Background: an optimization exercise with open tools, aiming at small area, a short achievable clock period and few clock cycles per item. Do not read the settings as production practice. Where RTL was checked, it was by simulation tests only, not by an equivalence proof against the original. No functional check of the RTL was part of run 7.

`design/flow/design.v`:
```
package jdc_pkg;
  localparam int YEAR_W  = 14;
  localparam int MONTH_W = 4;
  localparam int DAY_W   = 5;
  localparam int JDN_W   = 23;
  localparam int TDATA_W = 48;
  localparam logic [22:0] JDN_EPOCH = 23'd1721119;   
  localparam logic [22:0] JDN_FIRST = 23'd1721426;   
  localparam logic [22:0] JDN_LAST  = 23'd5373484;   
  localparam logic [18:0] EST_OFS = 19'd37704;
endpackage
module jdc_ctrl (
  input  logic clk,
  input  logic rst_n,
  input  logic in_tvalid,
  input  logic out_tready,
  output logic en,
  output logic vld_out
);
  logic v1_r, v2_r, v3_r;
  assign en      = ~v3_r | out_tready;
  assign vld_out = v3_r;
  always_ff @(posedge clk) begin
    if (!rst_n) begin
      v1_r <= 1'b0;
      v2_r <= 1'b0;
      v3_r <= 1'b0;
    end else if (en) begin
      v1_r <= in_tvalid;
      v2_r <= v1_r;
      v3_r <= v2_r;
    end
  end
endmodule
module jdc_fwd (
  input  logic [13:0] year,
  input  logic [3:0]  month,
  input  logic [4:0]  day,
  output logic [13:0] y_mar,
  output logic [8:0]  tday
);
  logic       early;
  logic [8:0] tmon;
  assign early = (month <= 4'd2);
  always_comb begin
    if (year == 14'd0) y_mar = early ? 14'd0 : 14'd1;
    else               y_mar = year - {13'd0, early};
  end
  always_comb begin
    case (month)
      4'd0:  tmon = 9'd275;
      4'd1:  tmon = 9'd306;
      4'd2:  tmon = 9'd337;
      4'd3:  tmon = 9'd0;
      4'd4:  tmon = 9'd31;
      4'd5:  tmon = 9'd61;
      4'd6:  tmon = 9'd92;
      4'd7:  tmon = 9'd122;
      4'd8:  tmon = 9'd153;
      4'd9:  tmon = 9'd184;
      4'd10: tmon = 9'd214;
      4'd11: tmon = 9'd245;
      4'd12: tmon = 9'd275;
      4'd13: tmon = 9'd306;
      4'd14: tmon = 9'd337;
      default: tmon = 9'd367;
    endcase
  end
  assign tday = tmon + {4'd0, day};
endmodule
import jdc_pkg::*;
module jdc_inv_est (
  input  logic [22:0] n,
  output logic [13:0] y_est,
  output logic        err
);
  logic [18:0] p;
  assign err   = (n < JDN_FIRST) || (n > JDN_LAST);
  assign p     = 19'(n[22:6]) + 19'(n[22:8]) + 19'(n[22:9]) + 19'(n[22:11])
               - 19'(n[22:14]) - 19'(n[22:17]) - EST_OFS;
  assign y_est = p[16:3];
endmodule
module jdc_inv_dec (
  input  logic [8:0]  doy,       
  input  logic        corr,      
  input  logic [13:0] y_est,
  output logic [13:0] year,
  output logic [3:0]  month,
  output logic [4:0]  day
);
  logic [3:0] m;
  logic [8:0] start;
  logic       jf;
  always_comb begin
    if      (doy >= 9'd337) begin m = 4'd11; start = 9'd337; end
    else if (doy >= 9'd306) begin m = 4'd10; start = 9'd306; end
    else if (doy >= 9'd275) begin m = 4'd9;  start = 9'd275; end
    else if (doy >= 9'd245) begin m = 4'd8;  start = 9'd245; end
    else if (doy >= 9'd214) begin m = 4'd7;  start = 9'd214; end
    else if (doy >= 9'd184) begin m = 4'd6;  start = 9'd184; end
    else if (doy >= 9'd153) begin m = 4'd5;  start = 9'd153; end
    else if (doy >= 9'd122) begin m = 4'd4;  start = 9'd122; end
    else if (doy >= 9'd92)  begin m = 4'd3;  start = 9'd92;  end
    else if (doy >= 9'd61)  begin m = 4'd2;  start = 9'd61;  end
    else if (doy >= 9'd31)  begin m = 4'd1;  start = 9'd31;  end
    else                    begin m = 4'd0;  start = 9'd0;   end
  end
  assign jf    = (m >= 4'd10);
  assign month = jf ? (m - 4'd9) : (m + 4'd3);
  assign day   = 5'(doy[4:0] - start[4:0] + 5'd1);
  assign year  = y_est + {12'd0, corr & jf, corr ^ jf};
endmodule
import jdc_pkg::*;
module julian_day_converter (
  input  logic                         clk,
  input  logic                         rst_n,
  input  logic                         in_tvalid,
  output logic                         in_tready,
  input  logic [jdc_pkg::TDATA_W-1:0]  in_tdata,
  input  logic                         in_tuser,
  output logic                         out_tvalid,
  input  logic                         out_tready,
  output logic [jdc_pkg::TDATA_W-1:0]  out_tdata,
  output logic                         out_tuser
);
  logic        en;
  logic [13:0] y_mar, y_est;
  logic [8:0]  tday;
  logic        err0;
  logic [13:0] x1_r;      
  logic [9:0]  z1_r;      
  logic        op1_r, err1_r;
  logic [11:0] q;
  logic [15:0] cprod;
  logic [7:0]  cent;
  logic        r99, leap;
  logic [22:0] p;
  logic [9:0]  p2_r;      
  logic [13:0] w2_r;      
  logic [7:0]  c2_r;
  logic        leap2_r, op2_r, err2_r;
  logic [22:0] g;
  logic [9:0]  doy_c;
  logic        corr;
  logic [8:0]  doy;
  logic [13:0] w3_r;      
  logic [9:0]  d3_r;      
  logic        op3_r, err3_r;
  logic [13:0] year_d;
  logic [3:0]  month_d;
  logic [4:0]  day_d;
  jdc_ctrl u_ctrl (
    .clk        (clk),
    .rst_n      (rst_n),
    .in_tvalid  (in_tvalid),
    .out_tready (out_tready),
    .en         (en),
    .vld_out    (out_tvalid)
  );
  jdc_fwd u_fwd (
    .year  (in_tdata[13:0]),
    .month (in_tdata[17:14]),
    .day   (in_tdata[22:18]),
    .y_mar (y_mar),
    .tday  (tday)
  );
  jdc_inv_est u_est (
    .n     (in_tdata[45:23]),
    .y_est (y_est),
    .err   (err0)
  );
  assign in_tready = en;
  always_ff @(posedge clk) begin
    if (en) begin
      x1_r   <= in_tuser ? y_est : y_mar;
      z1_r   <= in_tuser ? ~in_tdata[32:23] : {1'b0, tday};
      op1_r  <= in_tuser;
      err1_r <= in_tuser & err0;
    end
  end
  assign q     = x1_r[13:2];
  assign cprod = ({1'b0, q, 3'd0}) + ({3'd0, q, 1'b0}) + {6'd0, q[11:2]} - {11'd0, q[11:7]};
  assign cent  = cprod[15:8];
  assign r99   = (x1_r[1:0] == 2'b11) && (cprod[7:0] >= 8'd246);
  assign leap  = (x1_r[1:0] == 2'b11) && (!r99 || (cent[1:0] == 2'b11));
  assign p = ({9'd0, x1_r} << 8) + ({9'd0, x1_r} << 6) + ({9'd0, x1_r} << 5)
           + ({9'd0, x1_r} << 3) + ({9'd0, x1_r} << 2) + {9'd0, x1_r}
           + {11'd0, x1_r[13:2]} + {13'd0, z1_r} + JDN_EPOCH + {22'd0, op1_r};
  always_ff @(posedge clk) begin
    if (en) begin
      p2_r    <= p[9:0];
      w2_r    <= op1_r ? x1_r : {1'b0, p[22:10]};
      c2_r    <= cent;
      leap2_r <= leap;
      op2_r   <= op1_r;
      err2_r  <= err1_r;
    end
  end
  assign g     = {w2_r[12:0], p2_r} - {15'd0, c2_r} + {17'd0, c2_r[7:2]};
  assign doy_c = ~g[9:0];
  assign corr  = leap2_r ? (doy_c >= 10'd366) : (doy_c >= 10'd365);
  assign doy   = corr ? 9'(doy_c - (leap2_r ? 10'd366 : 10'd365)) : doy_c[8:0];
  always_ff @(posedge clk) begin
    if (en) begin
      w3_r   <= op2_r ? w2_r : {1'b0, g[22:10]};
      d3_r   <= op2_r ? {corr, doy} : g[9:0];
      op3_r  <= op2_r;
      err3_r <= err2_r;
    end
  end
  jdc_inv_dec u_dec (
    .doy   (d3_r[8:0]),
    .corr  (d3_r[9]),
    .y_est (w3_r),
    .year  (year_d),
    .month (month_d),
    .day   (day_d)
  );
  always_comb begin
    out_tdata = '0;
    out_tuser = 1'b0;
    if (!op3_r) begin
      out_tdata[22:0] = {w3_r[12:0], d3_r};
    end else if (err3_r) begin
      out_tuser = 1'b1;
    end else begin
      out_tdata[36:23] = year_d;
      out_tdata[40:37] = month_d;
      out_tdata[45:41] = day_d;
    end
  end
endmodule
```
`design/flow/flow/run.sh`:
```
#!/bin/bash
# Standard layout, with the port buffers made of buf_1 instead of the flow's
# default pick, which is a slow delay cell. Every port still gets a buffer.
set -e
cp standard.sh standard_sh.txt
export BUFFER_PORTS_ARGS="-buffer_cell sky130_fd_sc_hd__buf_1"
bash standard.sh > standard.log 2>&1
```
`design/flow/standard.sh`:
```
#!/bin/bash
# synth_recipe.tcl (not shown) runs the flow's synth.tcl, then flattens the netlist and writes it again
# the make line also repeats each setting of config.mk as NAME=value (left out here)
make -C /OpenROAD-flow-scripts/flow DESIGN_CONFIG=/design/flow/config.mk WORK_HOME=/design/flow/orfs CLKGATE_MAP_FILE= SYNTH_SCRIPT=/design/flow/synth_recipe.tcl "${@:-finish}"
```
`design/flow/config.mk`:
```
export PLATFORM = sky130hd
export DESIGN_NAME = julian_day_converter
export DESIGN_NICKNAME = julian_day_converter
export VERILOG_FILES = /design/flow/design.v
export SDC_FILE = /design/flow/constraint.sdc
export NUM_CORES = 4
export LEC_CHECK = 0
export CAP_MARGIN = 20
export CORE_MARGIN = 2
export CORE_UTILIZATION = 60
export PLACE_DENSITY = 0.8
export SLEW_MARGIN = 20
```
`design/flow/constraint.sdc`:
```
create_clock -name core_clock -period 6.0 [get_ports {clk}]
set_input_delay 1.2000 -clock core_clock [delete_from_list [all_inputs] [get_ports {clk}]]
set_output_delay 1.2000 -clock core_clock [all_outputs]
set_load 0.01 [all_outputs]
```
==> results of run 1 <==
state kept, by name (all words and copies together) (netlist names), 8 cells and up:
| name | flops |
|---|---|
| p2_r | 10 |
| d3_r | 10 |
| w2_r | 14 |
| x1_r | 14 |
| w3_r | 14 |
| z1_r | 10 |
| c2_r | 8 |
cell families (layout without fill, tap and decap cells):
logic type,after synthesis,after routing,share of synthesized area (%)
other cells,1,2,0.02967
buf+inv,247,356,7.404
mux,6,6,0.5840
simple gates,316,316,12.82
flops,90,90,21.14
fa+ha+maj,300,300,37.24
xor+xnor,92,92,6.375
compound gates,285,285,14.40
layer usage:
metal | share of wire, % | wire (microns) | up-vias | GRT usage [%]
li1 | - | - | 4788 | -
met1 | 41 | 11140 | 4692 | 30.37
met2 | 51 | 13970 | 252 | 47.83
met3 | 3.9 | 1060 | 74 | 4.067
met4 | 4.0 | 1077 | 0 | 11.43
met5 | 0 | 0 | - | 0
final timing paths:
kind	cells after the start	slack, ns	end
setup / recovery	17	0.40	x1_r[11]
hold reg to reg	0	0.42	err3_r
setup reg to reg	15	0.54	w2_r[10]
hold / removal	0	0.42	err3_r
cell type report:
type / instances / area share [%]
multi-input cells: 1001 / 65.80
well taps: 275 / 2.506
inverters: 217 / 5.941
clock buffers: 10 / 1.740
clock inverters: 6 / 0.5285
flip-flops and latches: 90 / 19.46
repair buffers: 123 / 4.019
cell usage in the layout (no fill, tap or decap), drive strengths merged, types with 42 or more instances in the layout:
master / count
ha: 173
inv: 218
edfxtp: 87
buf: 123
nor2: 69
nand2: 77
a21oi: 67
xnor2: 50
o21ai: 89
fa: 127
xor2: 42
worst max-delay path, delay by kind of cell:
| kind | cells | cell delay [ns] |
|---|---|---|
| adders and majority gates | 5 | 2.16 |
| and+or+nand+nor | 3 | 0.62 |
| AOI/OAI and AO/OA | 6 | 1.33 |
| buffers and inverters | 3 | 0.40 |
==> run notes, run 1 <==
- The run finished with no timing, DRC or antenna violations.
- Mapped cell area: 12640 sq um
- In this run, the number of DRC markers left after iteration 0 of detailed routing was 431.
- In this run the number of H-tree levels came out at 3.
- Of all flip-flops after synthesis, the portion carrying an async set or reset was 0%.
- Critical hold path startpoint: err2_r
- Global routing finished with a remaining overflow of 0.
* Largest net degree at the start of global routing: 59
- Number of register bits inferred by synthesis: 90
* Nets: 1795
- Averaged over all synthesized cells, the footprint is 9.454 sq um.
* Post-DR wirelength/cell: 15.83 microns
- Sequential cell area: 2673 sq um
- Fillcell total: 1636
- Synth Instances: 1337
- In the routed design, unresolved DRC markers number 0.
* Clock Skew: 0.008921 ns
- Setup violations remaining at the end of the flow were counted as 0.
- The worst pin sits at a relative slew slack of 40.56%.
- Cell accounting for the most synthesized area: edfxtp_1
- Multi-input combinational cell area: 9035 sq um
- Detailed routing inserted a total of 9806 vias.
* Critical path launch point type: input pin
* Period utilization: 93.33%
- Number of hold violations in the final report: 0
* Number of nets with antenna violations after detailed routing: 0
- Launch instance of the worst register-to-register path: x1_r[7]
* Wire length of the first global-routing pass: 46.46 mm
- In this run, synthesis inferred 87 flip-flops with an integrated enable.
- Top Ports: 104
* Most common library cells after synthesis: inv_1, ha_1, fa_1
- Min cycle time layout: 5.600 ns
- The worst setup path is captured at a register.
* Worst path cell trace: buf_1 > inv_1 > fa_1 > inv_1 > fa_1 > fa_1 > ha_1 > and3_1 > fa_1 > a21o_1 > a21oi_1 > o21ai_1 > a211o_1 > nor4bb_1 > o31a_1 > or3_1 > a32o_1
* Sequential fraction of the synthesis area: 21.14%
- The root buffer cell chosen for the clock tree is clkbuf_16.
- Buffers from clock root to sink, at most: 2
- The via count of the first global-routing pass came to 10160.
* Num CTS Buffers: 9
* Global placer's final weighted congestion: 0.9188
* Sum of negative setup slack: 0 ns
- Reported max-cap violation count: 0
- Cells with a size suffix above 1 make up 4.423% of the layout.
* Final max-slew violation count: 0
* Die outline width: 149.1 microns
* Area share of the leading cell type in the synthesized netlist: 20.67%
- Placed Area: 13420 sq um
- Port bufs: 99
- The netlist uses 78 different library cells.
- The cell that appears most often on the critical path is fa_1.
* Critical path origin: in_tdata[32]
* Final Worst Setup Slack: 0.3999 ns
- Pre-CTS setup slack: 0.07723 ns
* Classification of the worst-slack hold path: register to register
* Category of the most critical setup path: input pin to register
* Primary flip-flop cell chosen by synthesis mapping: edfxtp_1
* Overall routed net length: 27.25 mm
- Detailed placement finished with a half-perimeter wire length of 22.50 mm.
* Initial Utilization: 60.70%
- For this run, the top clock speed supported by timing is 0.1786 GHz.
* Vias per Instance: 5.695
* Setup repair bufs after CTS: 0
* Synthesis Warnings: 4
- Leaving out filler cells and counting taps, the final layout contains 1722.
* Number of core rows: 53
* Final Cell Area: 13730 sq um
- Layout overhead on the synthesized area: 8.632%
* Clock insertion delay at the later pin of the skew report: 0.36 ns
- Clock Pin Slew Worst Setup and Hold Paths: 0.07 ns
- At the worst endpoint, the arrival time is 5.71 ns.
* Initial DRT Pass Iterations: 5
- Die height: 149.1 microns
* Worst Tran Pin Value: 0.8916 ns
- The floorplan step defined a die boundary enclosing 22240 sq um.
- Initial antenna violation count: 0
- Delay of the slowest cell on the worst path: 0.52 ns
* Most numerous cell in the Yosys netlist: inv_1
- The floorplan step defined a core boundary enclosing 20820 sq um.
* Worst-path maximum fanout: 4
- Unrepaired setup endpoints after global routing: false
- Counting every sink on the clock net gives 90.
- Worst-path cell with the longest stage delay: fa_1
- After detailed placement, the design holds a cell count of 1706.
* Synth top area cells: edfxtp_1, fa_1, ha_1
- TritonCTS clock tree: built
* Worst-case hold slack: 0.4240 ns
- For the worst setup path, the data required time is 6.11 ns.
* Total global routing track utilization: 26.18%
* Number of buffers inserted by hold repair at cts: 0
* Util after Layout: 65.94%
- Cts repair resizes: 0
- Number of diodes: 0
Testbench counts, summed over its fixed seeds: cycles 8,024, items 8,000.
==> inputs of run 2 (changes only) <==
--- a/design/flow/config.mk
+++ b/design/flow/config.mk
@@ -5,8 +5,8 @@
 export SDC_FILE = /design/flow/constraint.sdc
 export NUM_CORES = 4
 export LEC_CHECK = 0
+export ABC_CLOCK_PERIOD_IN_PS = 4500
 export CAP_MARGIN = 20
 export CORE_MARGIN = 2
-export CORE_UTILIZATION = 60
-export PLACE_DENSITY = 0.8
+export CORE_UTILIZATION = 40
 export SLEW_MARGIN = 20
==> run 2 against run 1 <==
- worst setup slack better by 0.053 ns
- utilization is 22 points lower
- global-route usage is 8.8 points lower
- register-to-register slack worse by 0.05 ns
- clock-buffer cell count stayed put
- routed wire length is 1.0% lower
- worst hold slack better by 0.0098 ns
- critical endpoint unchanged
==> run notes, run 2 <==
* Result of the run: timing/DRC/antenna clean
- Number of synthesized flops with an enable pin: 87 (unchanged)
- Sum of negative setup slack: 0 ns (unchanged)
- Clock Skew: 0.01929 ns (+0.01037 ns)
- The worst setup slack after placement came to 0.07376 ns (-0.003465 ns).
* Synth Instances: 1337 (unchanged)
- The post-CTS repair timing setup buffer count came to 0 (unchanged).
- Buffers from clock root to sink, at most: 2 (unchanged)
- The pin slew with the least headroom to its limit is 0.9171 ns (+0.02550 ns).
* Cell accounting for the most synthesized area: edfxtp_1
- Share of async-settable or async-resettable flops after synthesis: 0% (unchanged)
* Wire length of the first global-routing pass: 46.84 mm (+0.83%)
* Critical path origin: in_tdata[32]
* Cell depth of the worst flop-to-flop path: 15 (unchanged)
- Number of nets with antenna violations after detailed routing: 0 (unchanged)
- Number of core rows: 65 (+23%)
- Synth top area cells: edfxtp_1, fa_1, ha_1
- Final Worst Setup Slack: 0.4525 ns (+0.05264 ns)
- Classification of the worst-slack hold path: register to register
- Number of buffers inserted by hold repair at cts: 0 (unchanged)
- Clock Pin Slew Worst Setup and Hold Paths: 0.08 ns (about the same)
- STA classifies the critical path endpoint as a register.
* Most common cell after layout, fill and taps aside: inv_1
* Die ar.: 33040 sq um (+49%)
- Nets: 1799 (+0.22%)
* Reported max-cap violation count: 0 (unchanged)
* Synthesis Warnings: 4 (unchanged)
* Primary flip-flop cell chosen by synthesis mapping: edfxtp_1
- Mapped cell area: 12640 sq um (unchanged)
- STA classifies the critical path startpoint as an input pin.
- Area share of the leading cell type in the synthesized netlist: 20.67% (unchanged)
* Largest registers in the final layout: w2_r: 14 flops, w3_r: 14 flops, x1_r: 14 flops
- Normalized max-slew margin: 38.86% (-1.7 points)
- Sequential cell area: 2673 sq um (unchanged)
* Final max-slew violation count: 0 (unchanged)
* Most numerous cell in the Yosys netlist: inv_1
* Final HPWL from detailed placement: 22.86 mm (+1.6%)
- Number of clock sinks: 90 (unchanged)
- The area used by multi-input combinational logic was 9035 sq um (unchanged).
- Fraction of layout cells with a size suffix above 1: 4.618% (+0.19 points)
- Layout overhead on the synthesized area: 9.998%
* Sequential fraction of the synthesis area: 21.14% (unchanged)
- Placed Area: 13610 sq um (+1.4%)
- The part of the cycle the worst path needs is 92.46% (-0.88 points).
- Post-DR wirelength/cell: 14.55 microns (-8.0%)
* Launch instance of the worst register-to-register path: x1_r[7]
- Final global-route overflow total: 0 (unchanged)
- The post-cts resize count came to 0 (unchanged).
* Die outline width: 181.8 microns (+22%)
- The die span in y is 181.8 microns (+22%).
- The largest fanout of any net on the critical path was 4 (unchanged).
- Number of hold violations in the final report: 0 (unchanged)
- The routed via count came to 9571 (-2.4%).
- The fill cell total of the finished layout came to 3056 (+87%).
- The root buffer cell chosen for the clock tree is clkbuf_16.
* Initial DRT Pass Iterations: 5 (unchanged)
- H-tree lvl count: 3 (unchanged)
* TritonCTS clock tree: built
- Setup repair after global routing left no endpoint under its margin.
- In this run the worst setup path terminates at x1_r[11].
- Overall routed net length: 26.97 mm (-1.0%)
- Violation count after the first detailed-routing iteration: 442 (+2.6%)
- Clock insertion delay at the later pin of the skew report: 0.35 ns (about the same)
- In the layout the commonest cells are inv_1, ha_1, fa_1.
- The last weighted congestion value of the routability-driven placer came to 0.9140 (-0.52%).
* Util after Layout: 44.40% (-22 points)
- In this run the critical register-to-register path is captured at w2_r[12].
* Worst Path Arrival: 5.64 ns (-0.07 ns)
* Category of the most critical setup path: input pin to register
- Min cycle time layout: 5.547 ns (-0.05264 ns)
- Remaining routing DRC violations: 0 (unchanged)
* Highest attainable clock frequency: 0.1803 GHz (+0.95%)
* Vias per Instance: 5.165 (-9.3%)
- Initial Utilization: 40.37% (-20 points)
- The number of endpoints failing setup at the final stage came to 0 (unchanged).
- Synthesized area per cell: 9.454 sq um (unchanged)
* Initial antenna violation count: 0 (unchanged)
* Most common library cells after synthesis: inv_1, ha_1, fa_1
* Final Cell Area: 13900 sq um (+1.3%)
* Vias in the first global route: 9766 (-3.9%)
- The number of buffers added on ports is 99 (unchanged).
- The register bit count reported by yosys came to 90 (unchanged).
- The data required time of the critical path is 6.09 ns (-0.02 ns).
* Largest net degree at the start of global routing: 60 (+1.7%)
* Count of unique library cells instantiated by Yosys: 78 (unchanged)
- Total global routing track utilization: 17.38% (-8.8 points)
* Top Ports: 104 (unchanged)
- Area inside the core boundary: 31310 sq um (+50%)
- Number of diodes: 0 (unchanged)
* Num CTS Buffers: 9 (unchanged)
run 2: cell counts after synthesis:
Identical to the previous run, type by type.
run 2: cell type report:
| type | instances | area share (%) |
|---|---|---|
| Sequential cell | 90 | 19.22 |
| Clock inverter | 6 | 0.4770 |
| Inverter | 217 | 5.868 |
| Timing Repair Buffer | 127 | 4.185 |
| Multi-Input combinational cell | 1001 | 64.98 |
| Tap cell | 402 | 3.618 |
| Clock buffer | 10 | 1.647 |
run 2: metal layers:
layer	up-vias	track usage (%)	part of all wire (%)
met5	-	0	0
met4	0	3.967	1.2
met3	20	1.524	2.6
met2	163	32.75	52
met1	4591	21.45	45
li1	4797	-	-
run 2: how the worst min path moves through the flow:
stage	start	end	cells after the start
floorplan	err1_r	err2_r	0
global placement	err1_r	err2_r	0
detailed placement	err2_r	err3_r	0
CTS	err2_r	err3_r	0
global route	err2_r	err3_r	0
finish	err2_r	err3_r	0
run 2: cell families after synthesis:
family	after synthesis	share of synthesized area (%)
fa+ha+maj	300	37.24
simple gates	316	12.82
buf+inv	247	7.404
mux	6	0.5840
flops	90	21.14
xor+xnor	92	6.375
compound gates	285	14.40
other cells	1	0.02967
run 2: worst max-delay path: stages:
cell and delay [ns]:
buf_1 0.21, inv_1 0.15, fa_1 0.52, inv_1 0.05, fa_1 0.38, fa_1 0.42
fa_1 0.51, fa_1 0.46, a21o_1 0.16, a21oi_1 0.18, o21ai_1 0.10, a211o_1 0.32
nor4bb_1 0.15, o31a_1 0.29, or3_1 0.31, a32o_1 0.26
run 2: stage by stage:
step | hold WS [ns] | std cells
finish | 0.4337 | 1853
global route | 0.4397 | 1853
CTS | 0.4382 | 1853
detailed placement | 0.4197 | 1837
global placement | 0.4047 | 1837
floorplan | 0.4003 | 1338
==> inputs of run 3 (changes only) <==
--- a/design/flow/config.mk
+++ b/design/flow/config.mk
@@ -5,8 +5,8 @@
 export SDC_FILE = /design/flow/constraint.sdc
 export NUM_CORES = 4
 export LEC_CHECK = 0
-export ABC_CLOCK_PERIOD_IN_PS = 4500
 export CAP_MARGIN = 20
 export CORE_MARGIN = 2
 export CORE_UTILIZATION = 40
+export SETUP_SLACK_MARGIN = 0.4
 export SLEW_MARGIN = 20
==> run 3 against run 2 <==
- final cell count up 0.76%
- register-to-register slack better by 0.19 ns
- maximum frequency up 1.6%
- synthesized area unchanged
- critical path depth down 2
- worst setup slack better by 0.088 ns
- sequential share of layout area down 0.19 points
- largest cell class unchanged
==> run notes, run 3 <==
* Result of the run: timing/DRC/antenna clean
* Global placer's final weighted congestion: 0.9140 (unchanged)
- The worst setup path is captured at a register.
- The cell that appears most often on the critical path is fa_1.
- Normalized max-slew margin: 38.05% (-0.81 points)
* Most common cell after layout, fill and taps aside: inv_1
- Most common library cells after synthesis: inv_1, ha_1, fa_1
- Cell accounting for the most synthesized area: edfxtp_1
- The post-route DRC violation count came to 0 (unchanged).
- TritonCTS built the clock tree.
- The final total negative setup slack came to 0 ns (unchanged).
- The total grt overflow came to 0 (unchanged).
- Highest attainable clock frequency: 0.1832 GHz (+1.6%)
- The pin slew with the least headroom to its limit was 0.9292 ns (+0.01208 ns).
- The register area share after synthesis came to 21.14% (unchanged).
- Unrepaired setup endpoints after global routing: true
* Worst-path cell with the longest stage delay: fa_1
- The overall die area is 33040 sq um (unchanged).
- Initial Utilization: 40.37% (unchanged)
* Category of the most critical setup path: input pin to register
* Clock Skew: 0.01904 ns (-0.0002494 ns)
* Vias in the first global route: 9766 (unchanged)
- Die outline width: 181.8 microns (unchanged)
- The fill cell total of the finished layout came to 3053 (-0.098%).
* Critical hold path startpoint: err2_r
- The part of the cycle the worst path needs was 90.99% (-1.5 points).
- The path with the worst hold slack has its endpoint at err3_r.
* CP Data Required Time: 6.09 ns (about the same)
* Min cycle time layout: 5.459 ns (-0.08828 ns)
* Number of hold violations in the final report: 0 (unchanged)
- Worst path cell trace: clkbuf_2 > fa_1 > fa_1 > fa_1 > fa_1 > fa_2 > a21o_1 > a21oi_2 > o21ai_1 > a211o_1 > nor4bb_1 > o31a_1 > or3_1 > a32o_1
- The initial antenna violation count was 0 (unchanged).
- Worst-path maximum fanout: 4 (unchanged)
- Top Ports: 104 (unchanged)
- Synth top area cells: edfxtp_1, fa_1, ha_1
- Relative to the synthesized area, the layout overhead comes to 11.11%.
* Post-DR wirelength/cell: 14.52 microns (-0.23%)
- Number of synthesized flops with an enable pin: 87 (unchanged)
* Number of standard cells in the layout, taps in and fillers out: 1867 (+0.76%)
- The number of buffers added on ports is 99 (unchanged).
- Final HPWL from detailed placement: 22.86 mm (unchanged)
* Reported max-cap violation count: 0 (unchanged)
* Synthesized area per cell: 9.454 sq um (unchanged)
* Vias: 9593 (+0.23%)
- The worst setup path is launched from an input pin.
* Vias per Instance: 5.138 (-0.52%)
- The maximum clock path buffer count was 2 (unchanged).
- The clock latency of the later-clocked register in the worst-skew pair is 0.35 ns (about the same).
* Number of core rows: 65 (unchanged)
- Classification of the worst-slack hold path: register to register
- The detailed router's first-iteration violation count was 419 (-5.2%).
* Number of register bits inferred by synthesis: 90 (unchanged)
- CTS placed an instance of clkbuf_16 at the clock tree root.
- The cell count after synthesis came to 1337 (unchanged).
* Clock Pin Slew Worst Setup and Hold Paths: 0.08 ns (about the same)
- Delay of the slowest cell on the worst path: 0.57 ns (+0.05 ns)
* Util after Layout: 44.85% (+0.45 points)
- The data arrival time of the worst path was 5.55 ns (-0.09 ns).
- The count of nets after finishing was 1813 (+0.78%).
- The ratio of cells with drive above 1 in the final layout is 6.143% (+1.5 points).
- Number of nets with antenna violations after detailed routing: 0 (unchanged)
* Number of clock sinks: 90 (unchanged)
- The share of flip-flops with an asynchronous set or reset came to 0% (unchanged).
- The count of hold-fix buffers inserted at cts is 0 (unchanged).
- The count of warnings emitted by yosys was 4 (unchanged).
- Num CTS Buffers: 9 (unchanged)
* Largest registers in the final layout: w2_r: 14 flops, w3_r: 14 flops, x1_r: 14 flops
- The core area is 31310 sq um (unchanged).
* Launch instance of the worst register-to-register path: x1_r[8]
- Largest net degree at the start of global routing: 60 (unchanged)
- The number of endpoints failing setup at the final stage is 0 (unchanged).
- The number of distinct standard cells referenced by the synthesized netlist is 78 (unchanged).
- Most frequent cells in the layout: inv_1, ha_1, fa_1
* Placed cells: 1837 (unchanged)
* Total global routing track utilization: 17.38% (unchanged)
- The depth of the CTS H-tree is 3 (unchanged).
* Area share of the leading cell type in the synthesized netlist: 20.67% (unchanged)
- Wire length of the first global-routing pass: 46.84 mm (unchanged)
* Die height: 181.8 microns (unchanged)
- The count of final max-slew check failures came to 0 (unchanged).
- The instance count along the most critical hold path is 0 (unchanged).
- The number of detailed-route iterations in the first pass is 5 (unchanged).
* Number of diodes: 0 (unchanged)
* Most numerous cell in the Yosys netlist: inv_1
* Mapped cell area: 12640 sq um (unchanged)
- The most used flip-flop cell after synthesis is edfxtp_1.
* Critical register-to-register path endpoint: w2_r[12]
- The sum of routed wire length over all layers came to 27.11 mm (+0.52%).
- Cell depth of the worst flop-to-flop path: 15 (unchanged)
run 3: stage by stage:
step	area [sq um]	hold WS, ns	worst slack [ns]
after floorplan	12640	0.4003	0.4050
after global placement	13610	0.4047	0.1116
after detailed placement	13610	0.4197	0.07376
after CTS	13900	0.4382	0.4322
after global routing	14040	0.4397	0.3468
final	14040	0.4337	0.5408
run 3: critical path: cells and delay by family:
family | cells | cell delay, ns
adder cells (fa/ha/maj) | 5 | 2.50
AND/OR/NAND/NOR | 2 | 0.46
buffers and inverters | 1 | 0.13
AO/OA/AOI/OAI | 6 | 1.28
run 3: metal layers:
| metal | up-vias | global-route usage [%] | part of all wire, % |
|---|---|---|---|
| li1 | 4822 | - | - |
| met1 | 4596 | 21.45 | 44 |
| met2 | 156 | 32.75 | 52 |
| met3 | 19 | 1.524 | 2.5 |
| met4 | 0 | 3.967 | 1.3 |
| met5 | - | 0 | 0 |
run 3: cells by family after synthesis:
| kind of cell | count (synthesis) | synth area share [%] |
|---|---|---|
| and+or+nand+nor | 316 | 12.82 |
| adders and majority gates | 300 | 37.24 |
| AOI/OAI and AO/OA | 285 | 14.40 |
| buffers and inverters | 247 | 7.404 |
| xor gates and xnor gates | 92 | 6.375 |
| DFF | 90 | 21.14 |
| muxes | 6 | 0.5840 |
| other | 1 | 0.02967 |
run 3: worst max path at each step:
stage	start	to	slack, ns	depth (start not counted)
floorplan	in_tdata[32]	x1_r[11]	0.40	13
global placement	in_tdata[34]	x1_r[11]	0.11	14
detailed placement	in_tdata[32]	x1_r[11]	0.07	16
CTS	in_tdata[34]	x1_r[11]	0.43	14
global route	in_tdata[33]	x1_r[11]	0.35	16
finish	in_tdata[32]	x1_r[11]	0.54	14
run 3: timing repair:
| action | in CTS | in global routing |
|---|---|---|
| buffers inserted | 0 | 14 |
| endpoints found under the setup margin | 0 | 12 |
| resized for setup | 0 | 13 |
run 3: area by class of cell:
type,count,area (sq um),area share [%]
clock buffer,10,229.0,1.630
clock inverter,6,66.31,0.4722
inverter,217,815.8,5.809
multi-input combinational,1001,9065,64.55
sequential,90,2673,19.03
tap,402,503.0,3.582
timing repair buffer,141,691.9,4.927
==> inputs of run 4 (changes only) <==
--- a/design/flow/config.mk
+++ b/design/flow/config.mk
@@ -8,5 +8,4 @@
 export CAP_MARGIN = 20
 export CORE_MARGIN = 2
 export CORE_UTILIZATION = 40
-export SETUP_SLACK_MARGIN = 0.4
 export SLEW_MARGIN = 20
==> run 4 against run 3 <==
- first-iteration DRC count up 5.5%
- sequential cell count unchanged
- utilization down 0.45 points
- routed wire length down 0.52%
- final cell count down 0.75%
- highest routed layer unchanged
- worst setup slack worse by 0.088 ns
- maximum frequency down 1.6%
- worst hold slack unchanged
- sequential share of layout area up 0.19 points
- synthesized area unchanged
==> run notes, run 4 <==
- The met3 global-route usage was 1.524% (unchanged).
- By instance count, the cell type seen most on the critical path is fa_1.
* Vias: 9571 (-0.23%)
* Most common library cells after synthesis: inv_1, ha_1, fa_1
- Clock Skew: 0.01929 ns (+0.0002494 ns)
- The number of clock buffers inserted by TritonCTS came to 9 (unchanged).
- Top Ports: 104 (unchanged)
* Category of the most critical setup path: input pin to register
- The register bit count reported by yosys was 90 (unchanged).
* Number of nets with antenna violations after detailed routing: 0 (unchanged)
- The fill cell total of the finished layout is 3056 (+0.098%).
- Result of the run: timing/DRC/antenna clean
- The clock latency of the later-clocked register in the worst-skew pair is 0.35 ns (about the same).
- Initial DRT Pass Iterations: 5 (unchanged)
* Min cycle time layout: 5.547 ns (+0.08828 ns)
- Worst-case hold slack: 0.4337 ns (unchanged)
- Vias in the first global route: 9766 (unchanged)
- The post-CTS repair timing setup buffer count was 0 (unchanged).
- Vias per Instance: 5.165 (+0.52%)
- The pin slew with the least headroom to its limit is 0.9171 ns (-0.01208 ns).
- TritonCTS clock tree: built
- The sum of routed wire length over all layers is 26.97 mm (-0.52%).
* Area share of the leading cell type in the synthesized netlist: 20.67% (unchanged)
- Number of core rows: 65 (unchanged)
* Final global-route overflow total: 0 (unchanged)
* Number of hold violations in the final report: 0 (unchanged)
- CP Data Required Time: 6.09 ns (about the same)
- Most frequent cells in the layout: inv_1, ha_1, fa_1
- The die extent in x was 181.8 microns (unchanged).
- The average size of a mapped cell came to 9.454 sq um (unchanged).
- Number of clock sinks: 90 (unchanged)
- Final max-slew violation count: 0 (unchanged)
- The library cell used most frequently in the layout, excluding fill and tap cells, is inv_1.
* Largest net degree at the start of global routing: 60 (unchanged)
* Mapped cell area: 12640 sq um (unchanged)
* Initial Utilization: 40.37% (unchanged)
* Most Crowded Layer GR: met2
* Final HPWL from detailed placement: 22.86 mm (unchanged)
* Cts repair resizes: 0 (unchanged)
- Clock Pin Slew Worst Setup and Hold Paths: 0.08 ns (about the same)
* Die ar.: 33040 sq um (unchanged)
- The last weighted congestion value of the routability-driven placer came to 0.9140 (unchanged).
- The number of max-cap violations is 0 (unchanged).
- The detail-routed net length per standard cell came to 14.55 microns (+0.23%).
* Number of standard cells in the layout, taps in and fillers out: 1853 (-0.75%)
- The count of nets after finishing was 1799 (-0.77%).
- The post-route worst setup slack was 0.4525 ns (-0.08828 ns).
* Period utilization: 92.46% (+1.5 points)
- The largest registers in the layout are w2_r: 14 flops, w3_r: 14 flops, x1_r: 14 flops.
* Total global routing track utilization: 17.38% (unchanged)
* Initial antenna violation count: 0 (unchanged)
- Synthesis Warnings: 4 (unchanged)
- Violation count after the first detailed-routing iteration: 442 (+5.5%)
- The share of flip-flops with an asynchronous set or reset is 0% (unchanged).
* Final-report setup violation count: 0 (unchanged)
* Delay of the slowest cell on the worst path: 0.52 ns (-0.05 ns)
- The data arrival time of the worst path came to 5.64 ns (+0.09 ns).
- The most used flip-flop cell after synthesis is edfxtp_1.
* Synth Instances: 1337 (unchanged)
* Met2 Usage GRT: 32.75% (unchanged)
- Worst-path maximum fanout: 4 (unchanged)
- CP endpoint kind: register
* Unrepaired setup endpoints after global routing: false
- The worst setup slack after placement was 0.07376 ns (unchanged).
- In the post-synthesis netlist, the cell with the most instances is inv_1.
- Cell accounting for the most synthesized area: edfxtp_1
* Critical path launch point type: input pin
- Met1 track demand over resource: 21.45% (unchanged)
- The maximum clock path buffer count is 2 (unchanged).
- The core area came to 31310 sq um (unchanged).
- Synth top area cells: edfxtp_1, fa_1, ha_1
- Walking the worst path, the cells encountered are buf_1 > inv_1 > fa_1 > inv_1 > fa_1 > fa_1 > fa_1 > fa_1 > a21o_1 > a21oi_1 > o21ai_1 > a211o_1 > nor4bb_1 > o31a_1 > or3_1 > a32o_1.
- The first-pass GRT wire length was 46.84 mm (unchanged).
* Sequential fraction of the synthesis area: 21.14% (unchanged)
- Normalized max-slew margin: 38.86% (+0.81 points)
- Die height: 181.8 microns (unchanged)
* CTS Root Buffer Type: clkbuf_16
- Sum of negative setup slack: 0 ns (unchanged)
- Number of diodes: 0 (unchanged)
- The path class of the tightest hold or removal check is register to register.
* Layout overhead on the synthesized area: 9.998%
- Fraction of layout cells with a size suffix above 1: 4.618% (-1.5 points)
- The maximum clock rate was 0.1803 GHz (-1.6%).
- Worst-path cell with the longest stage delay: fa_1
* Port bufs: 99 (unchanged)
* H-tree lvl count: 3 (unchanged)
- Placed cells: 1837 (unchanged)
- The post-route DRC violation count came to 0 (unchanged).
* Count of unique library cells instantiated by Yosys: 78 (unchanged)
* Number of buffers inserted by hold repair at cts: 0 (unchanged)
- The number of flops mapped to enable cells by yosys came to 87 (unchanged).
==> run 4: cell counts after synthesis <==
No cell type changed its count.
==> run 4: worst max-delay path: cells and delay by family <==
kind,cells,cell delay (ns)
buffers and inverters,3,0.41
and+or+nand+nor,2,0.46
AOI/OAI and AO/OA,6,1.31
adders and majority gates,5,2.29
==> run 4: layer usage <==
layer  wire, microns  vias to the layer above  part of all wire, %
met5               0                        -                    0
li1                -                     4797                    -
met1           12000                     4591                   45
met4             330                        0                  1.2
met2           13940                      163                   52
met3             697                       20                  2.6
==> run 4: cell type report <==
| type | count | area, sq um | share of cell area (%) |
|---|---|---|---|
| well taps | 402 | 503.0 | 3.618 |
| clock inverters | 6 | 66.31 | 0.4770 |
| inverters | 217 | 815.8 | 5.868 |
| flip-flops and latches | 90 | 2673 | 19.22 |
| multi-input cells | 1001 | 9035 | 64.98 |
| clock buffers | 10 | 229.0 | 1.647 |
| repair buffers | 127 | 581.8 | 4.185 |
==> run 4: worst paths after layout <==
kind	startpoint	end	slack [ns]	cells past startpoint
worst max-delay path	in_tdata[32]	x1_r[11]	0.45	16
worst max register to register	x1_r[7]	w2_r[12]	0.49	15
worst min-delay path	err2_r	err3_r	0.43	0
worst min register to register	err2_r	err3_r	0.43	0
==> run 4: kinds of logic after synthesis <==
logic type      after synthesis  synth area share [%]
xor+xnor                     92                 6.375
mux                           6                0.5840
other cells                   1               0.02967
simple gates                316                 12.82
compound gates              285                 14.40
fa+ha+maj                   300                 37.24
buf+inv                     247                 7.404
flops                        90                 21.14
==> run 4: per-stage QoR <==
stage,utilization (%),instance area (sq um)
finish,44.40,13900
global placement,43.46,13610
detailed placement,43.46,13610
floorplan,-,12640
CTS,44.40,13900
global route,44.40,13900
==> inputs of run 5 (changes only) <==
==> design/flow/flow/run.sh (replaced) <==
#!/bin/bash
# Standard layout, with the port buffers made of buf_2 instead of the flow's
# default pick, which is a slow delay cell. Every port still gets a buffer.
set -e
cp standard.sh standard_sh.txt
export BUFFER_PORTS_ARGS="-buffer_cell sky130_fd_sc_hd__buf_2"
bash standard.sh > standard.log 2>&1
==> run 5 against run 4 <==
- clock-buffer cell count did not move
- synthesized area stayed put
- utilization up 0.10 points
- critical path type unchanged
- critical endpoint unchanged
- largest cell class unchanged
- highest routed layer unchanged
==> run notes, run 5 <==
* H-tree lvl count: 3 (unchanged)
- Die height: 181.8 microns (unchanged)
- The library cell used most frequently in the layout, excluding fill and tap cells, is inv_1.
- After synthesis, the largest family of logic cells by area is adder cells.
* Vias: 9429 (-1.5%)
* Number of core rows: 65 (unchanged)
* Normalized max-slew margin: 37.36% (-1.5 points)
- Share of the synthesized netlist area taken by xor and xnor gates: 6.375% (unchanged)
- Initial Utilization: 40.37% (unchanged)
- Top Ports: 104 (unchanged)
* Top delay family on crit path: adder cells
* Most Frequent Cell on Critical Path: fa_1
- The final total negative setup slack came to 0 ns (unchanged).
* Clock Skew: 0.007119 ns (-0.01217 ns)
* Most frequent cells in the layout: inv_1, ha_1, fa_1
- Number of clock sinks: 90 (unchanged)
* Num CTS Buffers: 9 (unchanged)
* Worst-path cell with the longest stage delay: fa_1
* Total global routing track utilization: 17.06% (-0.32 points)
* Classification of the worst-slack hold path: register to register
- The first-pass GRT wire length was 45.91 mm (-2.0%).
- The clock latency of the later-clocked register in the worst-skew pair is 0.35 ns (about the same).
- The number of buffers and inverters on the critical path is 1 (-2).
- The via-per-instance ratio came to 5.127 (-0.73%).
* Number of nets with antenna violations after detailed routing: 0 (unchanged)
- The count of nets after finishing was 1785 (-0.78%).
- The detail-routed net length per standard cell is 14.51 microns (-0.32%).
- The total grt overflow was 0 (unchanged).
- The cell count after synthesis came to 1337 (unchanged).
- Initial DRT Pass Iterations: 5 (unchanged)
- The number of flops mapped to enable cells by yosys came to 87 (unchanged).
* Layout overhead on the synthesized area: 10.26%
* Most numerous cell in the Yosys netlist: inv_1
* Post-synthesis adder-cell area fraction: 37.24% (unchanged)
- The top-area cell type share of the netlist area is 20.67% (unchanged).
- Highest attainable clock frequency: 0.1787 GHz (-0.88%)
- Violation count after the first detailed-routing iteration: 415 (-6.1%)
- The data required time of the critical path was 6.10 ns (about the same).
* Launch instance of the worst register-to-register path: x1_r[7]
- The data arrival time of the worst path came to 5.70 ns (+0.06 ns).
* Synthesized area per cell: 9.454 sq um (unchanged)
* Delay of the slowest cell on the worst path: 0.58 ns (+0.06 ns)
- The path with the worst hold slack has its endpoint at err3_r.
- Synthesis Warnings: 4 (unchanged)
- The largest fanout of any net on the critical path came to 6 (+2).
* Fraction of layout cells with a size suffix above 1: 10.37% (+5.8 points)
- The post-synthesis cell area was 12640 sq um (unchanged).
- Cell depth of the worst flop-to-flop path: 15 (unchanged)
* Most common library cells after synthesis: inv_1, ha_1, fa_1
- The area share of and/or/nand/nor cells after synthesis is 12.82% (unchanged).
- Setup repair after global routing left no endpoint under its margin.
* Critical path launch point type: input pin
- Die outline width: 181.8 microns (unchanged)
- Period utilization: 93.28% (+0.82 points)
* Vias in the first global route: 9650 (-1.2%)
- The sum of routed wire length over all layers was 26.68 mm (-1.1%).
- Number of register bits inferred by synthesis: 90 (unchanged)
* Area inside the core boundary: 31310 sq um (unchanged)
- Reported max-cap violation count: 0 (unchanged)
* Worst path cell trace: buf_2 > fa_1 > fa_1 > fa_1 > fa_1 > fa_1 > a21o_1 > a21oi_1 > o21ai_1 > a211o_1 > nor4bb_1 > o31a_1 > or3_1 > a32o_1
- The worst hold path begins at err2_r.
* Final HPWL from detailed placement: 22.49 mm (-1.6%)
- The worst setup path is captured at a register.
- The register area share after synthesis is 21.14% (unchanged).
- Share of cell area taken by muxes after synthesis: 0.5840% (unchanged)
* Placed Area: 13630 sq um (+0.14%)
- Critical register-to-register path endpoint: w2_r[12]
* Category of the most critical setup path: input pin to register
- The final-report hold violation count is 0 (unchanged).
- TritonCTS built the clock tree.
- Min cycle time layout: 5.597 ns (+0.04948 ns)
* Largest registers in the final layout: w2_r: 14 flops, w3_r: 14 flops, x1_r: 14 flops
- Port bufs: 99 (unchanged)
- The number of distinct standard cells referenced by the synthesized netlist was 78 (unchanged).
- Worst Tran Pin Value: 0.9396 ns (+0.02251 ns)
- The maximum clock path buffer count is 2 (unchanged).
* Synthesized-area fraction occupied by ao, oa, aoi and oai cells: 14.40% (unchanged)
- The count of hold-fix buffers inserted at cts came to 0 (unchanged).
* Largest net degree at the start of global routing: 59 (-1.7%)
* Result of the run: timing/DRC/antenna clean
- Hold Path Cell Cnt: 0 (unchanged)
* Setup repair bufs after CTS: 0 (unchanged)
- Share of async-settable or async-resettable flops after synthesis: 0% (unchanged)
* Global placer's final weighted congestion: 0.9259 (+1.3%)
- Primary flip-flop cell chosen by synthesis mapping: edfxtp_1
- The post-route cell area is 13940 sq um (+0.23%).
* Initial antenna violation count: 0 (unchanged)
* Remaining routing DRC violations: 0 (unchanged)
- Cell accounting for the most synthesized area: edfxtp_1
- CTS Root Buffer Type: clkbuf_16
- Number of diodes: 0 (unchanged)
* Cts repair resizes: 0 (unchanged)
* Final-report setup violation count: 0 (unchanged)
* Final max-slew violation count: 0 (unchanged)
* Clock Pin Slew Worst Setup and Hold Paths: 0.06 ns (-0.02 ns)
- Die ar.: 33040 sq um (unchanged)
- Synth top area cells: edfxtp_1, fa_1, ha_1
## run 5: cell counts after synthesis
No cell type changed its count.
## run 5: final cells by class
class / instances / area, sq um
Clock inverter: 6 / 80.08
Fill cell: 3078 / 17380
Multi-Input combinational cell: 1001 / 9035
Inverter: 217 / 815.8
Timing Repair Buffer: 113 / 600.6
Tap cell: 402 / 503.0
Clock buffer: 10 / 229.0
Sequential cell: 90 / 2673
## run 5: metal layers
metal  global-route usage [%]  routed length [microns]  share of wire (%)
met1                    20.67                    11740                 44
met2                    31.40                    13380                 50
met3                    2.347                      899                3.4
met4                    5.041                      658                2.5
met5                        0                        0                  0
## run 5: how the worst max path moves through the flow
| stage | start | endpoint | slack [ns] | depth (start not counted) |
|---|---|---|---|---|
| after CTS | in_tdata[34] | x1_r[11] | 0.41 | 14 |
| after global routing | in_tdata[34] | x1_r[11] | 0.11 | 14 |
| final | in_tdata[34] | x1_r[11] | 0.40 | 14 |
| after detailed placement | in_tdata[34] | x1_r[11] | 0.05 | 14 |
| after global placement | in_tdata[34] | x1_r[11] | 0.09 | 14 |
| after floorplan | in_tdata[32] | x1_r[11] | 0.40 | 13 |
## run 5: cell families after synthesis
family / Yosys count
flops: 90
compound gates: 285
mux: 6
buf+inv: 247
fa+ha+maj: 300
simple gates: 316
other cells: 1
xor+xnor: 92
## run 5: through the flow
step	utilization [%]	hold slack (ns)	instances	worst slack, ns
after floorplan	-	0.4003	1338	0.4050
after global placement	43.52	0.4050	1823	0.09307
after detailed placement	43.52	0.4143	1823	0.05254
after CTS	44.51	0.4307	1839	0.4115
after global routing	44.51	0.4326	1839	0.1127
final	44.51	0.4276	1839	0.4031
==> inputs of run 6 (changes only) <==
==> design/flow/flow/run.sh (replaced) <==
#!/bin/bash
# Standard layout, with the port buffers made of buf_4 instead of the flow's
# default pick, which is a slow delay cell. Every port still gets a buffer.
set -e
cp standard.sh standard_sh.txt
export BUFFER_PORTS_ARGS="-buffer_cell sky130_fd_sc_hd__buf_4"
bash standard.sh > standard.log 2>&1
==> run 6 against run 5 <==
- global-route usage up 0.44 points
- worst hold slack worse by 0.0058 ns
- still clean on timing, DRC and antenna
- worst setup slack better by 0.072 ns
- die area unchanged
- non-clock buffer count down 1
- clock-buffer cell count unchanged
- highest routed layer unchanged
- maximum frequency up 1.3%
- routed wire length up 2.8%
- first-iteration DRC count down 3.1%
==> run notes, run 6 <==
* Vias in the first global route: 9749 (+1.0%)
- The clock latency of the later-clocked register in the worst-skew pair is 0.35 ns (about the same).
- Total global routing track utilization: 17.49% (+0.44 points)
- The fill cell total of the finished layout was 3013 (-2.1%).
* Synthesis Warnings: 4 (unchanged)
- Reported max-cap violation count: 0 (unchanged)
- The last weighted congestion value of the routability-driven placer was 0.8966 (-3.2%).
- The largest registers in the layout are w2_r: 14 flops, w3_r: 14 flops, x1_r: 14 flops.
* Final global-route overflow total: 0 (unchanged)
- CP Data Required Time: 6.10 ns (about the same)
* Number of hold violations in the final report: 0 (unchanged)
- Initial antenna violation count: 0 (unchanged)
- The largest fanout of any net on the critical path is 4 (-2).
- Final max-slew violation count: 0 (unchanged)
- After synthesis, the most frequently instantiated cells are inv_1, ha_1, fa_1.
- The largest incremental delay on the critical path was 0.58 ns (about the same).
- Util after Layout: 45.34% (+0.83 points)
* Primary flip-flop cell chosen by synthesis mapping: edfxtp_1
- The overall die area is 33040 sq um (unchanged).
- Initial Utilization: 40.37% (unchanged)
* Remaining routing DRC violations: 0 (unchanged)
- The number of flops mapped to enable cells by yosys was 87 (unchanged).
- The average size of a mapped cell was 9.454 sq um (unchanged).
- The number of distinct standard cells referenced by the synthesized netlist is 78 (unchanged).
- Broken down by cell family, the worst path's largest delay share belongs to adder cells.
* Die outline width: 181.8 microns (unchanged)
- Buffers from clock root to sink, at most: 2 (unchanged)
* Wire length of the first global-routing pass: 46.95 mm (+2.3%)
* Cell accounting for the most synthesized area: edfxtp_1
- Area share of the leading cell type in the synthesized netlist: 20.67% (unchanged)
* Vias: 9483 (+0.57%)
* Number of core rows: 65 (unchanged)
- The count of clock tree sinks came to 90 (unchanged).
* Sequential fraction of the synthesis area: 21.14% (unchanged)
- Setup repair after global routing left no endpoint under its margin.
- Synth Instances: 1337 (unchanged)
- The clock-pin slew on the worst setup and hold paths came to 0.07 ns (about the same).
- CP endpoint kind: register
- Result of the run: timing/DRC/antenna clean
* Normalized max-slew margin: 38.87% (+1.5 points)
- The worst setup path is launched from an input pin.
- The worst setup path is of the input pin to register kind.
- The number of buffers added on ports came to 99 (unchanged).
- The number of nets with antenna violations after detailed routing came to 0 (unchanged).
- The via-per-instance ratio was 5.159 (+0.63%).
- Initial DRT Pass Iterations: 5 (unchanged)
* Worst Path Arrival: 5.63 ns (-0.07 ns)
- Most Frequent Cell on Critical Path: fa_1
- Worst-path cell with the longest stage delay: fa_1
* Final-report setup violation count: 0 (unchanged)
* Share of async-settable or async-resettable flops after synthesis: 0% (unchanged)
* Number of register bits inferred by synthesis: 90 (unchanged)
- TritonCTS clock tree: built
- Setup repair bufs after CTS: 0 (unchanged)
- The tree is rooted in a clkbuf_16.
- Synth top area cells: edfxtp_1, fa_1, ha_1
- Die height: 181.8 microns (unchanged)
- The post-synthesis cell area was 12640 sq um (unchanged).
- Area inside the core boundary: 31310 sq um (unchanged)
- Period utilization: 92.08% (-1.2 points)
* Violation count after the first detailed-routing iteration: 402 (-3.1%)
- The clock period minus worst slack is 5.525 ns (-0.07213 ns).
* Worst path bufs/invs: 1 (unchanged)
* Clock Skew: 0.01142 ns (+0.004299 ns)
- The largest net degree at the start of global routing came to 63 (+6.8%).
* Layout overhead on the synthesized area: 12.31%
- The diode insertion count for antenna repair was 0 (unchanged).
* Most numerous cell in the Yosys netlist: inv_1
- Num CTS Buffers: 9 (unchanged)
* Final HPWL from detailed placement: 23.01 mm (+2.3%)
* Most frequent cells in the layout: inv_1, ha_1, fa_1
- Number of buffers inserted by hold repair at cts: 0 (unchanged)
- Nets: 1784 (-0.056%)
- Highest attainable clock frequency: 0.1810 GHz (+1.3%)
- Most common cell after layout, fill and taps aside: inv_1
- Top Ports: 104 (unchanged)
* Worst path cell trace: buf_4 > fa_1 > fa_1 > fa_1 > fa_1 > fa_1 > a21o_1 > a21oi_1 > o21ai_1 > a211o_1 > nor4bb_1 > o31a_1 > or3_1 > a32o_1
- The sum of routed wire length over all layers came to 27.43 mm (+2.8%).
- The pin slew with the least headroom to its limit came to 0.9169 ns (-0.02269 ns).
- The final hold slack came to 0.4218 ns (-0.005784 ns).
- The path class of the tightest hold or removal check is register to register.
* Sum of negative setup slack: 0 ns (unchanged)
* H-tree lvl count: 3 (unchanged)
- Cts repair resizes: 0 (unchanged)
- The detail-routed net length per standard cell came to 14.92 microns (+2.9%).
- Fraction of layout cells with a size suffix above 1: 10.58% (+0.22 points)
run 6: cell counts after synthesis:
Identical to the previous run, type by type.
run 6: final cells by class:
class	instances	area, sq um	area share [%]
tap	402	503.0	3.543
multi-input combinational	1001	9035	63.64
inverter	217	815.8	5.747
clock inverter	6	90.09	0.6346
clock buffer	10	239.0	1.683
timing repair buffer	112	840.8	5.923
sequential	90	2673	18.83
run 6: per-layer routing:
layer  part of all wire [%]  track usage (%)  vias up
li1                       -                -     4765
met1                     44            21.52     4537
met2                     52            32.81      154
met3                    2.5            1.765       27
met4                    1.6            4.163        0
met5                      0                0        -
run 6: through the flow:
step	cells	area, sq um	setup WS [ns]
after detailed placement	1822	13870	0.1262
after CTS	1838	14200	0.4976
after global routing	1838	14200	0.2515
after floorplan	1338	12640	0.4050
after global placement	1822	13870	0.1340
final	1838	14200	0.4752
run 6: logic make-up after synthesis:
| family | after synthesis | share of synthesized area, % |
|---|---|---|
| other cells | 1 | 0.02967 |
| xor+xnor | 92 | 6.375 |
| compound gates | 285 | 14.40 |
| fa+ha+maj | 300 | 37.24 |
| flops | 90 | 21.14 |
| mux | 6 | 0.5840 |
| simple gates | 316 | 12.82 |
| buf+inv | 247 | 7.404 |
run 6: worst paths after layout:
check               start       end  slack (ns)  cells after the start
min reg2reg        err1_r    err2_r        0.42                      0
max reg2reg       x1_r[3]   w2_r[5]        0.55                     16
max          in_tdata[32]  x1_r[11]        0.48                     14
min                err1_r    err2_r        0.42                      0
==> inputs of run 7 (changes only) <==
--- a/design/flow/design.v
+++ b/design/flow/design.v
@@ -5,6 +5,7 @@
   localparam int JDN_W   = 23;
   localparam int TDATA_W = 48;
   localparam logic [22:0] JDN_EPOCH = 23'd1721119;   
+  localparam logic [22:0] EPOCH_HI  = 23'd1720832;   
   localparam logic [22:0] JDN_FIRST = 23'd1721426;   
   localparam logic [22:0] JDN_LAST  = 23'd5373484;   
   localparam logic [18:0] EST_OFS = 19'd37704;
@@ -37,10 +38,10 @@
   input  logic [3:0]  month,
   input  logic [4:0]  day,
   output logic [13:0] y_mar,
-  output logic [8:0]  tday
+  output logic [9:0]  tday
 );
   logic       early;
-  logic [8:0] tmon;
+  logic [9:0] tmon;
   assign early = (month <= 4'd2);
   always_comb begin
     if (year == 14'd0) y_mar = early ? 14'd0 : 14'd1;
@@ -48,25 +49,25 @@
   end
   always_comb begin
     case (month)
-      4'd0:  tmon = 9'd275;
-      4'd1:  tmon = 9'd306;
-      4'd2:  tmon = 9'd337;
-      4'd3:  tmon = 9'd0;
-      4'd4:  tmon = 9'd31;
-      4'd5:  tmon = 9'd61;
-      4'd6:  tmon = 9'd92;
-      4'd7:  tmon = 9'd122;
-      4'd8:  tmon = 9'd153;
-      4'd9:  tmon = 9'd184;
-      4'd10: tmon = 9'd214;
-      4'd11: tmon = 9'd245;
-      4'd12: tmon = 9'd275;
-      4'd13: tmon = 9'd306;
-      4'd14: tmon = 9'd337;
-      default: tmon = 9'd367;
+      4'd0: tmon = 10'd562;
+      4'd1: tmon = 10'd593;
+      4'd2: tmon = 10'd624;
+      4'd3: tmon = 10'd287;
+      4'd4: tmon = 10'd318;
+      4'd5: tmon = 10'd348;
+      4'd6: tmon = 10'd379;
+      4'd7: tmon = 10'd409;
+      4'd8: tmon = 10'd440;
+      4'd9: tmon = 10'd471;
+      4'd10:tmon = 10'd501;
+      4'd11:tmon = 10'd532;
+      4'd12:tmon = 10'd562;
+      4'd13:tmon = 10'd593;
+      4'd14:tmon = 10'd624;
+      default: tmon = 10'd654;
     endcase
   end
-  assign tday = tmon + {4'd0, day};
+  assign tday = tmon + {5'd0, day};
 endmodule
 import jdc_pkg::*;
 module jdc_inv_est (
@@ -125,7 +126,7 @@
 );
   logic        en;
   logic [13:0] y_mar, y_est;
-  logic [8:0]  tday;
+  logic [9:0]  tday;
   logic        err0;
   logic [13:0] x1_r;      
   logic [9:0]  z1_r;      
@@ -173,7 +174,7 @@
   always_ff @(posedge clk) begin
     if (en) begin
       x1_r   <= in_tuser ? y_est : y_mar;
-      z1_r   <= in_tuser ? ~in_tdata[32:23] : {1'b0, tday};
+      z1_r   <= in_tuser ? ~in_tdata[32:23] : tday;
       op1_r  <= in_tuser;
       err1_r <= in_tuser & err0;
     end
@@ -185,7 +186,7 @@
   assign leap  = (x1_r[1:0] == 2'b11) && (!r99 || (cent[1:0] == 2'b11));
   assign p = ({9'd0, x1_r} << 8) + ({9'd0, x1_r} << 6) + ({9'd0, x1_r} << 5)
            + ({9'd0, x1_r} << 3) + ({9'd0, x1_r} << 2) + {9'd0, x1_r}
-           + {11'd0, x1_r[13:2]} + {13'd0, z1_r} + JDN_EPOCH + {22'd0, op1_r};
+           + {11'd0, x1_r[13:2]} + {13'd0, z1_r} + EPOCH_HI;
   always_ff @(posedge clk) begin
     if (en) begin
       p2_r    <= p[9:0];
@@ -197,9 +198,9 @@
     end
   end
   assign g     = {w2_r[12:0], p2_r} - {15'd0, c2_r} + {17'd0, c2_r[7:2]};
-  assign doy_c = ~g[9:0];
-  assign corr  = leap2_r ? (doy_c >= 10'd366) : (doy_c >= 10'd365);
-  assign doy   = corr ? 9'(doy_c - (leap2_r ? 10'd366 : 10'd365)) : doy_c[8:0];
+  assign doy_c = ~g[9:0];     
+  assign corr  = leap2_r ? (doy_c >= 10'd654) : (doy_c >= 10'd653);
+  assign doy   = 9'(doy_c - (corr ? (leap2_r ? 10'd654 : 10'd653) : 10'd288));
   always_ff @(posedge clk) begin
     if (en) begin
       w3_r   <= op2_r ? w2_r : {1'b0, g[22:10]};
==> design/flow/flow/run.sh (replaced) <==
#!/bin/bash
# Standard layout, with the port buffers made of buf_1 instead of the flow's
# default pick, which is a slow delay cell. Every port still gets a buffer.
set -e
cp standard.sh standard_sh.txt
export BUFFER_PORTS_ARGS="-buffer_cell sky130_fd_sc_hd__buf_1"
bash standard.sh > standard.log 2>&1
==> run 7 against run 6 <==
- still clean on timing, DRC and antenna
- worst hold slack gained 0.0054 ns
- design area decreased by 2.2%
- first-iteration DRC count is 0.75% higher
- final cell count increased by 0.71%
- register-to-register slack better by 0.06 ns
- via count rose by 1.3%
- non-clock buffer count is the same
- sequential share of layout area up 0.43 points
- largest cell class unchanged
==> run notes, run 7 <==
* Number of core rows: 65 (unchanged)
- The slack of the worst reg-to-reg path is 0.61 ns (+0.06 ns).
- Vias in the first global route: 9878 (+1.3%)
- The worst setup path is captured at an output port.
* Synthesized area per cell: 9.436 sq um (-0.19%)
- The signal on the critical path passes through a211oi_1 > nor2b_1 > o41ai_1 > o21ai_1 > a21oi_1 > ha_1 > inv_1 > o21ai_0 > ha_1 > ha_1 > fa_1 > nand4_1 > xor2_1 > nor2_1 > buf_1.
- Sorting the synthesized cells by area gives the leading types as edfxtp_1, fa_1, ha_1.
- Area share of the leading cell type in the synthesized netlist: 20.48% (-0.19 points)
* Wire length of the first global-routing pass: 47.80 mm (+1.8%)
* Worst Tran Pin Value: 0.8534 ns (-0.06351 ns)
- Violation count after the first detailed-routing iteration: 405 (+0.75%)
* Placed Area: 13590 sq um (-2.0%)
- Launch instance of the worst register-to-register path: x1_r[7]
- The number of clock buffers inserted by TritonCTS came to 9 (unchanged).
* Clock insertion delay at the later pin of the skew report: 0.35 ns (about the same)
- Setup repair after global routing left no endpoint under its margin.
- The data arrival time of the worst path is 4.32 ns (-1.31 ns).
- Critical register-to-register path endpoint: w2_r[9]
- The sum of routed wire length over all layers came to 27.44 mm (about the same).
- The share of flip-flops with an asynchronous set or reset was 0% (unchanged).
- Clock Pin Slew Worst Setup and Hold Paths: 0.07 ns (about the same)
- The final-report hold violation count was 0 (unchanged).
* Final max-slew violation count: 0 (unchanged)
- The via-per-instance ratio was 5.192 (+0.63%).
- Most common library cells after synthesis: inv_1, ha_1, fa_1
- The number of flops mapped to enable cells by yosys is 87 (unchanged).
* Die ar.: 33340 sq um (+0.91%)
- Largest net degree at the start of global routing: 60 (-4.8%)
- Mapped cell area: 12760 sq um (+0.93%)
- Layout overhead on the synthesized area: 8.807%
- Result of the run: timing/DRC/antenna clean
- Number of nets with antenna violations after detailed routing: 0 (unchanged)
* Critical path launch point type: register
- Global placer's final weighted congestion: 0.8685 (-3.1%)
- The initial antenna violation count was 0 (unchanged).
- Total global routing track utilization: 17.60% (+0.10 points)
* Min cycle time layout: 5.524 ns (-0.001139 ns)
- Highest attainable clock frequency: 0.1810 GHz (about the same)
- The depth of the CTS H-tree was 3 (unchanged).
- Number of diodes: 0 (unchanged)
- Die height: 182.6 microns (+0.45%)
- Classification of the worst-slack hold path: register to register
- Number of clock sinks: 90 (unchanged)
- Cts repair resizes: 0 (unchanged)
- Critical hold path startpoint: err2_r
* Fillcell total: 3045 (+1.1%)
* Final global-route overflow total: 0 (unchanged)
- The post-route cell area is 13880 sq um (-2.2%).
- Broken down by cell family, the worst path's largest delay share belongs to compound AO/OA/AOI/OAI gates.
* Worst path bufs/invs: 2 (+1)
- The die extent in x came to 182.6 microns (+0.45%).
* Worst-path cell with the longest stage delay: o41ai_1
- Buffers from clock root to sink, at most: 2 (unchanged)
- The cell count after synthesis is 1352 (+1.1%).
- The number of endpoints failing setup at the final stage came to 0 (unchanged).
- The starting density of the core came to 40.53% (+0.17 points).
* Most frequent cells in the layout: inv_1, ha_1, fa_1
* Delay of the slowest cell on the worst path: 0.60 ns (+0.02 ns)
* Reported max-cap violation count: 0 (unchanged)
* Primary flip-flop cell chosen by synthesis mapping: edfxtp_1
* Count of unique library cells instantiated by Yosys: 81 (+3.8%)
* Cell depth of the worst flop-to-flop path: 15 (-1)
- Number of register bits inferred by synthesis: 90 (unchanged)
- Cell accounting for the most synthesized area: edfxtp_1
* Initial DRT Pass Iterations: 5 (unchanged)
- Most common cell after layout, fill and taps aside: inv_1
- Synthesis Warnings: 4 (unchanged)
- The tree is rooted in a clkbuf_16.
==> run 7: worst max path at each step <==
stage	startpoint	end	slack, ns
after floorplan	in_tdata[32]	x1_r[11]	0.81
after global placement	in_tdata[35]	x1_r[11]	0.25
after CTS	d3_r[0]	out_tdata[33]	0.49
after global routing	d3_r[2]	out_tdata[29]	0.12
after detailed placement	in_tdata[34]	x1_r[11]	0.23
final	d3_r[2]	out_tdata[35]	0.48
==> run 7: metal layers <==
metal | up-vias | wire length [microns] | share of wire, % | track usage (%)
li1 | 4838 | - | - | -
met1 | 4609 | 12560 | 46 | 22.60
met2 | 143 | 13880 | 51 | 32.30
met3 | 20 | 703 | 2.6 | 1.716
met4 | 0 | 297 | 1.1 | 3.226
met5 | - | 0 | 0 | 0
==> run 7: logic make-up after synthesis <==
logic type / after synthesis / share of synthesized area [%]
buffers and inverters: 237 / 7.150
muxes: 10 / 0.8925
and+or+nand+nor: 325 / 12.53
AOI/OAI and AO/OA: 296 / 15.13
other: 1 / 0.02940
adders and majority gates: 300 / 36.72
xor gates and xnor gates: 93 / 6.591
DFF: 90 / 20.95
==> run 7: cell type report <==
type | instances | area [sq um] | share of cell area (%)
tap | 402 | 503.0 | 3.624
clock inverter | 4 | 52.55 | 0.3786
multi-input combinational | 1026 | 9176 | 66.11
clock buffer | 12 | 236.5 | 1.704
inverter | 205 | 770.7 | 5.553
sequential | 90 | 2673 | 19.25
timing repair buffer | 112 | 469.2 | 3.380
==> run 7: stage by stage <==
stage	std cells	hold WS (ns)	worst slack, ns
after global routing	1851	0.4392	0.1240
final	1851	0.4272	0.4763
after detailed placement	1835	0.4160	0.2291
after CTS	1851	0.4323	0.4940
after global placement	1835	0.4059	0.2494
after floorplan	1353	0.4003	0.8147

-- re-timing with driven ports --
In the flow no input, the clock included, has a driving cell. The finished layouts below were timed again as built, in two steps. Step 1 (the two cells are an assumption about what drives the block):
set clk [get_ports {clk}]
set_driving_cell -lib_cell sky130_fd_sc_hd__clkbuf_16 $clk
set_driving_cell -lib_cell sky130_fd_sc_hd__buf_2 [delete_from_list [all_inputs] $clk]
Step 2, shift: input delay + t, output delay - t, t = (earliest + latest rising clock arrival at the registers) / 2. This alone moves slack from input paths to output paths. a / b / c = ideal / step 1 / step 2; a / b = the first two.
| run | t (ns) | setup WS [ns] | worst slew at a driven data input, ns |
|---|---|---|---|
| run 1 | 0.395 | 0.400 / 0.421 / 0.026 | 0.03 |
| run 2 | 0.386 | 0.453 / 0.477 / 0.091 | 0.03 |
| run 3 | 0.387 | 0.541 / 0.566 / 0.179 | 0.03 |
| run 4 | 0.386 | 0.453 / 0.477 / 0.091 | 0.03 |
| run 5 | 0.389 | 0.403 / 0.429 / 0.040 | 0.03 |
| run 6 | 0.389 | 0.475 / 0.497 / 0.108 | 0.04 |
| run 7 | 0.384 | 0.476 / 0.433 / 0.245 | 0.03 |
After both steps every run listed still meets setup and hold. For run 1, which loses most, drivers alone change the setup slack by +0.021 ns; drivers and shift together by -0.374 ns.
